Context: an optimization exercise on an open-source flow, tuned for small area, a short achievable clock period and few clock cycles per item. The choices shown serve that exercise and are no tape-out recipe. Only simulation tests tie the RTL to the original design; equivalence was not proved. No activity file was given, so power comes from the tool's default toggle rates.

==> flow/design.v <==
package spp_pkg;
    localparam logic [1:0] KIND_TICK = 2'd0;
    localparam logic [1:0] KIND_MOVE = 2'd1;
    localparam logic [1:0] KIND_HOME = 2'd2;
    localparam logic [1:0] MODE_IDLE   = 2'd0;
    localparam logic [1:0] MODE_SETTLE = 2'd1;
    localparam logic [1:0] MODE_STEP   = 2'd2;
    localparam logic [1:0] MODE_HOME   = 2'd3;
    localparam logic [2:0] CFG_FULL_TRAVEL   = 3'd0;
    localparam logic [2:0] CFG_STEP_PERIOD   = 3'd1;
    localparam logic [2:0] CFG_HOMING_PERIOD = 3'd2;
    localparam logic [2:0] CFG_HOMING_EXTRA  = 3'd3;
    localparam logic [2:0] CFG_SETTLE        = 3'd4;
    localparam logic [15:0] RST_FULL_TRAVEL   = 16'd2000;
    localparam logic [18:0] RST_STEP_HALF     = 19'd500;
    localparam logic [18:0] RST_HOMING_HALF   = 19'd2500;
    localparam logic [15:0] RST_HOMING_EXTRA  = 16'd500;
    localparam logic [15:0] RST_SETTLE        = 16'd1000;
    localparam logic [14:0] PERCENT_FULL_Q8 = 15'd25600;
endpackage
module stepper_position_pulser (
    input  logic               i_clk,
    input  logic               i_rst_n,
    input  logic               push,
    output logic               full,
    input  logic [1:0]         i_kind,
    input  logic signed [15:0] i_target_percent,
    input  logic               pop,
    output logic               empty,
    output logic               o_step_level,
    output logic               o_direction_level,
    output logic [15:0]        o_position_steps,
    output logic               o_busy_res,
    output logic               o_command_ignored,
    input  logic               i_cfg_valid,
    output logic               o_cfg_ready,
    input  logic [2:0]         i_cfg_index,
    input  logic [19:0]        i_cfg_data
);
    logic [15:0] c_travel, c_extra, c_settle;
    logic [18:0] c_shalf, c_hhalf;    
    assign o_cfg_ready = 1'b1;
    always_ff @(posedge i_clk) begin
        if (!i_rst_n) begin
            c_travel <= spp_pkg::RST_FULL_TRAVEL;
            c_shalf  <= spp_pkg::RST_STEP_HALF;
            c_hhalf  <= spp_pkg::RST_HOMING_HALF;
            c_extra  <= spp_pkg::RST_HOMING_EXTRA;
            c_settle <= spp_pkg::RST_SETTLE;
        end else if (i_cfg_valid) begin
            case (i_cfg_index)
                spp_pkg::CFG_FULL_TRAVEL:   c_travel <= i_cfg_data[15:0];
                spp_pkg::CFG_STEP_PERIOD:   c_shalf  <= i_cfg_data[19:1];
                spp_pkg::CFG_HOMING_PERIOD: c_hhalf  <= i_cfg_data[19:1];
                spp_pkg::CFG_HOMING_EXTRA:  c_extra  <= i_cfg_data[15:0];
                spp_pkg::CFG_SETTLE:        c_settle <= i_cfg_data[15:0];
                default: ;   
            endcase
        end
    end
    logic [18:0] hs, hh;
    assign hs = {c_shalf[18:1], c_shalf[0] | (c_shalf[18:1] == 18'd0)};
    assign hh = {c_hhalf[18:1], c_hhalf[0] | (c_hhalf[18:1] == 18'd0)};
    logic        a_v, b_v;
    logic [1:0]  a_kind, b_kind;
    logic [14:0] a_pc, b_pc, in_pc;
    logic        acc, take;
    always_comb begin
        if (i_target_percent[15])                                in_pc = '0;
        else if (i_target_percent[14:0] > spp_pkg::PERCENT_FULL_Q8) in_pc = spp_pkg::PERCENT_FULL_Q8;
        else                                                     in_pc = i_target_percent[14:0];
    end
    assign full = b_v;
    assign acc  = push && !b_v;
    always_ff @(posedge i_clk) begin
        if (!i_rst_n) begin
            a_v <= 1'b0;
            b_v <= 1'b0;
        end else if (take) begin
            if (b_v) b_v <= 1'b0;
            else     a_v <= acc;
        end else if (!a_v) begin
            a_v <= acc;
        end else if (acc) begin
            b_v <= 1'b1;
        end
    end
    always_ff @(posedge i_clk) begin
        if (take && b_v) begin
            a_kind <= b_kind;
            a_pc   <= b_pc;
        end else if (acc && (take || !a_v)) begin
            a_kind <= i_kind;
            a_pc   <= in_pc;
        end
        if (acc && a_v && !take) begin
            b_kind <= i_kind;
            b_pc   <= in_pc;
        end
    end
    logic [15:0] pos;
    logic        dir, pulse;
    logic [1:0]  mode;
    logic [16:0] left;
    logic [18:0] timer;
    logic        ign, rv;
    logic        ph_step, ph_sub, ph_apply;    
    logic [3:0]  cc;
    logic        fbit;
    logic [15:0] n_pos;
    logic        n_dir, n_pulse;
    logic [1:0]  n_mode;
    logic [16:0] n_left;
    logic [18:0] n_timer;
    logic        n_ign, n_rv;
    logic        n_step, n_sub, n_apply;
    logic [3:0]  n_cc;
    logic        calc, idle, res_free, start, exec;
    logic [15:0] add_a, add_b;
    logic [16:0] sum;
    logic [17:0] sum_c;
    logic [1:0]  qd;
    logic [14:0] r_in, pcf, r_new;
    logic [10:0] s_lo;
    logic [15:0] q_base;
    logic        tev, lone, lzero;
    logic [18:0] tdec, reload;
    logic [16:0] ldec;
    logic [15:0] pos_step;
    logic        total_zero;
    assign calc     = ph_step || ph_sub || ph_apply;
    assign idle     = (mode == spp_pkg::MODE_IDLE);
    assign res_free = !rv || pop;
    assign start    = !calc && a_v && (a_kind == spp_pkg::KIND_MOVE) && idle;
    assign exec     = a_v && res_free &&
                      !((a_kind == spp_pkg::KIND_MOVE) && idle && !ph_apply);
    assign take     = exec;
    function automatic logic [6:0] reduce_hi(input logic [5:0] r2, input logic [4:0] p,
                                             input logic c);
        logic [7:0] tc;
        logic [6:0] t;
        tc = {1'b0, r2, 1'b1} + {2'b0, p, c};    
        t  = tc[7:1];
        if (t >= 7'd50)      reduce_hi = {2'd2, 5'(t - 7'd50)};
        else if (t >= 7'd25) reduce_hi = {2'd1, 5'(t - 7'd25)};
        else                 reduce_hi = {2'd0, t[4:0]};
    endfunction
    logic [6:0] hi0, hi1, hi;
    assign r_in   = ph_step ? timer[14:0] : 15'd0;
    assign pcf    = a_pc & {15{fbit}};
    logic [3:0] ft_msb;
    always_comb begin
        ft_msb = 4'd0;
        for (int i = 1; i < 16; i++)
            if (c_travel[i]) ft_msb = 4'(i);
    end
    assign s_lo   = {1'b0, r_in[8:0], 1'b0} + {1'b0, pcf[9:0]};
    assign hi0    = reduce_hi(r_in[14:9], pcf[14:10], 1'b0);
    assign hi1    = reduce_hi(r_in[14:9], pcf[14:10], 1'b1);
    assign hi     = s_lo[10] ? hi1 : hi0;
    assign qd     = hi[6:5];
    assign r_new  = {hi[4:0], s_lo[9:0]};
    assign q_base = ph_step ? left[15:0] : 16'hFFFF;
    always_comb begin
        if (ph_sub) begin
            add_a = left[15:0];             
            add_b = pos;
        end else begin
            add_a = c_extra;
            add_b = c_travel;
        end
    end
    assign sum_c = {ph_sub, add_a, 1'b1} + {1'b0, add_b, ph_sub};
    assign sum   = sum_c[17:1];
    assign tev        = (timer == 19'd1);
    assign lzero      = (left[16:1] == 16'd0);
    assign lone       = lzero && left[0];
    assign tdec       = timer - 19'd1;
    assign ldec       = left - 17'd1;
    assign reload     = (mode == spp_pkg::MODE_HOME) ? hh : hs;
    always_comb begin
        logic run;
        run = 1'b1;
        for (int i = 0; i < 16; i++) begin
            pos_step[i] = pos[i] ^ run;
            run         = run & (pos[i] ~^ dir);
        end
    end
    assign total_zero = (c_travel == 16'd0) && (c_extra == 16'd0);
    always_comb begin
        n_pos   = pos;
        n_dir   = dir;
        n_pulse = pulse;
        n_mode  = mode;
        n_left  = left;
        n_timer = timer;
        n_ign   = ign;
        n_rv    = rv && !pop;
        n_step  = ph_step;
        n_sub   = ph_sub;
        n_apply = ph_apply;
        n_cc    = ft_msb;
        if (start || ph_step) begin
            n_left[15:0]  = {(qd[1] ? ldec[14:0] : q_base[14:0]), ~qd[0]};
            n_timer[14:0] = r_new;
            n_step        = 1'b1;
            n_cc          = (start ? ft_msb : cc) - 4'd1;
            if ((start ? ft_msb : cc) == 4'd0) begin
                n_step = 1'b0;
                n_sub  = 1'b1;
            end
        end else if (ph_sub) begin
            n_left        = sum;              
            n_sub         = 1'b0;
            n_apply       = 1'b1;
        end
        if (exec) begin
            n_rv  = 1'b1;
            n_ign = 1'b0;
            unique case (a_kind)
                spp_pkg::KIND_TICK: begin
                    if (!idle) begin
                        n_timer = tev ? reload : tdec;
                        if (tev) begin
                            if (mode == spp_pkg::MODE_SETTLE) begin
                                n_mode  = spp_pkg::MODE_STEP;
                                n_pulse = 1'b1;
                            end else if (pulse) begin
                                n_pulse = 1'b0;
                            end else begin
                                if (mode == spp_pkg::MODE_STEP) n_pos = pos_step;
                                n_left = ldec;
                                if (lone) begin
                                    if (mode == spp_pkg::MODE_HOME) n_pos = '0;
                                    n_mode = spp_pkg::MODE_IDLE;
                                end else begin
                                    n_pulse = 1'b1;
                                end
                            end
                        end
                    end
                end
                spp_pkg::KIND_MOVE: begin
                    if (!idle) begin
                        n_ign = 1'b1;
                    end else begin
                        n_apply = 1'b0;
                        if (!(lzero && !left[0])) begin
                            n_dir  = left[16];
                            n_left = left[16] ? ~ldec : left;
                            if (c_settle == 16'd0) begin
                                n_mode  = spp_pkg::MODE_STEP;
                                n_pulse = 1'b1;
                                n_timer = hs;
                            end else begin
                                n_mode  = spp_pkg::MODE_SETTLE;
                                n_pulse = 1'b0;
                                n_timer = {3'd0, c_settle};
                            end
                        end
                    end
                end
                spp_pkg::KIND_HOME: begin
                    if (!idle) begin
                        n_ign = 1'b1;
                    end else begin
                        n_dir = 1'b0;
                        if (total_zero) begin
                            n_pos = '0;
                        end else begin
                            n_left  = sum;            
                            n_mode  = spp_pkg::MODE_HOME;
                            n_pulse = 1'b1;
                            n_timer = hh;
                        end
                    end
                end
                default: ;   
            endcase
        end
    end
    always_ff @(posedge i_clk) begin
        if (!i_rst_n) begin
            pos      <= '0;
            dir      <= 1'b0;
            pulse    <= 1'b0;
            mode     <= spp_pkg::MODE_IDLE;
            rv       <= 1'b0;
            ph_step  <= 1'b0;
            ph_sub   <= 1'b0;
            ph_apply <= 1'b0;
        end else begin
            pos      <= n_pos;
            dir      <= n_dir;
            pulse    <= n_pulse;
            mode     <= n_mode;
            rv       <= n_rv;
            ph_step  <= n_step;
            ph_sub   <= n_sub;
            ph_apply <= n_apply;
        end
    end
    always_ff @(posedge i_clk) begin
        fbit <= c_travel[n_cc];
    end
    always_ff @(posedge i_clk) begin
        left  <= n_left;
        timer <= n_timer;
        ign   <= n_ign;
        cc    <= n_cc;
    end
    assign empty             = !rv;
    assign o_step_level      = pulse;
    assign o_direction_level = dir;
    assign o_position_steps  = pos;
    assign o_busy_res        = !idle;
    assign o_command_ignored = ign;
endmodule
Settings: LEC_CHECK=0, ABC_AREA=1, CAP_MARGIN=20, CORE_MARGIN=2, CORE_UTILIZATION=40, SETUP_SLACK_MARGIN=5, SLEW_MARGIN=20; clock period 8.0 ns.
run.sh (not shown) runs the stock make flow with config.mk's settings and CLKGATE_MAP_FILE= SYNTH_SCRIPT=/design/flow/synth_recipe.tcl, a recipe that flattens the netlist after the stock synthesis.
Testbench counts at the start, summed over its fixed seeds: cycles 33,094, items 32,000.
==> next run, changes <==
--- a/flow/design.v
+++ b/flow/design.v
@@ -176,18 +176,11 @@
     assign lzero      = (left[16:1] == 16'd0);
     assign lone       = lzero && left[0];
     assign tdec       = timer - 19'd1;
     assign ldec       = left - 17'd1;
     assign reload     = (mode == spp_pkg::MODE_HOME) ? hh : hs;
-    always_comb begin
-        logic run;
-        run = 1'b1;
-        for (int i = 0; i < 16; i++) begin
-            pos_step[i] = pos[i] ^ run;
-            run         = run & (pos[i] ~^ dir);
-        end
-    end
+    assign pos_step   = dir ? pos + 16'd1 : pos - 16'd1;
     assign total_zero = (c_travel == 16'd0) && (c_extra == 16'd0);
     always_comb begin
         n_pos   = pos;
         n_dir   = dir;
         n_pulse = pulse;
Effect: Clock skew goes up by 0.0033 ns; final cell count goes up by 2.4%; total power stays flat; critical path depth goes up by 1; core utilization goes down by 1.0 points; first-iteration DRC count goes down by about 8%; die area goes up by 4.9%; sequential power is about the same; clock-buffer cell count goes up by 1; register-to-register slack improves by 0.10 ns; via count goes up by 4.2%; design area goes up by 2.0%.
Testbench counts after the change, summed over its fixed seeds: cycles 33,094, items 32,000.

## what the ideal ports hide
The flow's constraints put no driver on any port. The routed layouts listed below were extracted and timed again, unchanged, in two steps. Step 1 (the two cells are an assumption about what drives the block):
set clk [get_ports {i_clk}]
set_driving_cell -lib_cell sky130_fd_sc_hd__clkbuf_16 $clk
set_driving_cell -lib_cell sky130_fd_sc_hd__buf_2 [delete_from_list [all_inputs] $clk]
Step 2 times the ports against the registers' clock, not the clock port: input delays grow and output delays shrink by t, the midpoint of the rising clock arrivals with the driver on. a / b / c = ideal / step 1 / step 2; a / b = the first two.
| run | t, ns | setup WS [ns] | worst hold slack (ns) | pins driven straight from the clock port |
|---|---|---|---|---|
| the first run | 0.502 | 4.909 / 4.909 / 4.554 | 0.477 / 0.477 / 0.477 | 1 |
| the second run | 0.511 | 5.009 / 5.005 / 4.570 | 0.486 / 0.486 / 0.486 | 1 |
After both steps every run listed still meets setup and hold. For the second run, which loses most, drivers alone change the setup slack by -0.004 ns; drivers and shift together by -0.439 ns.
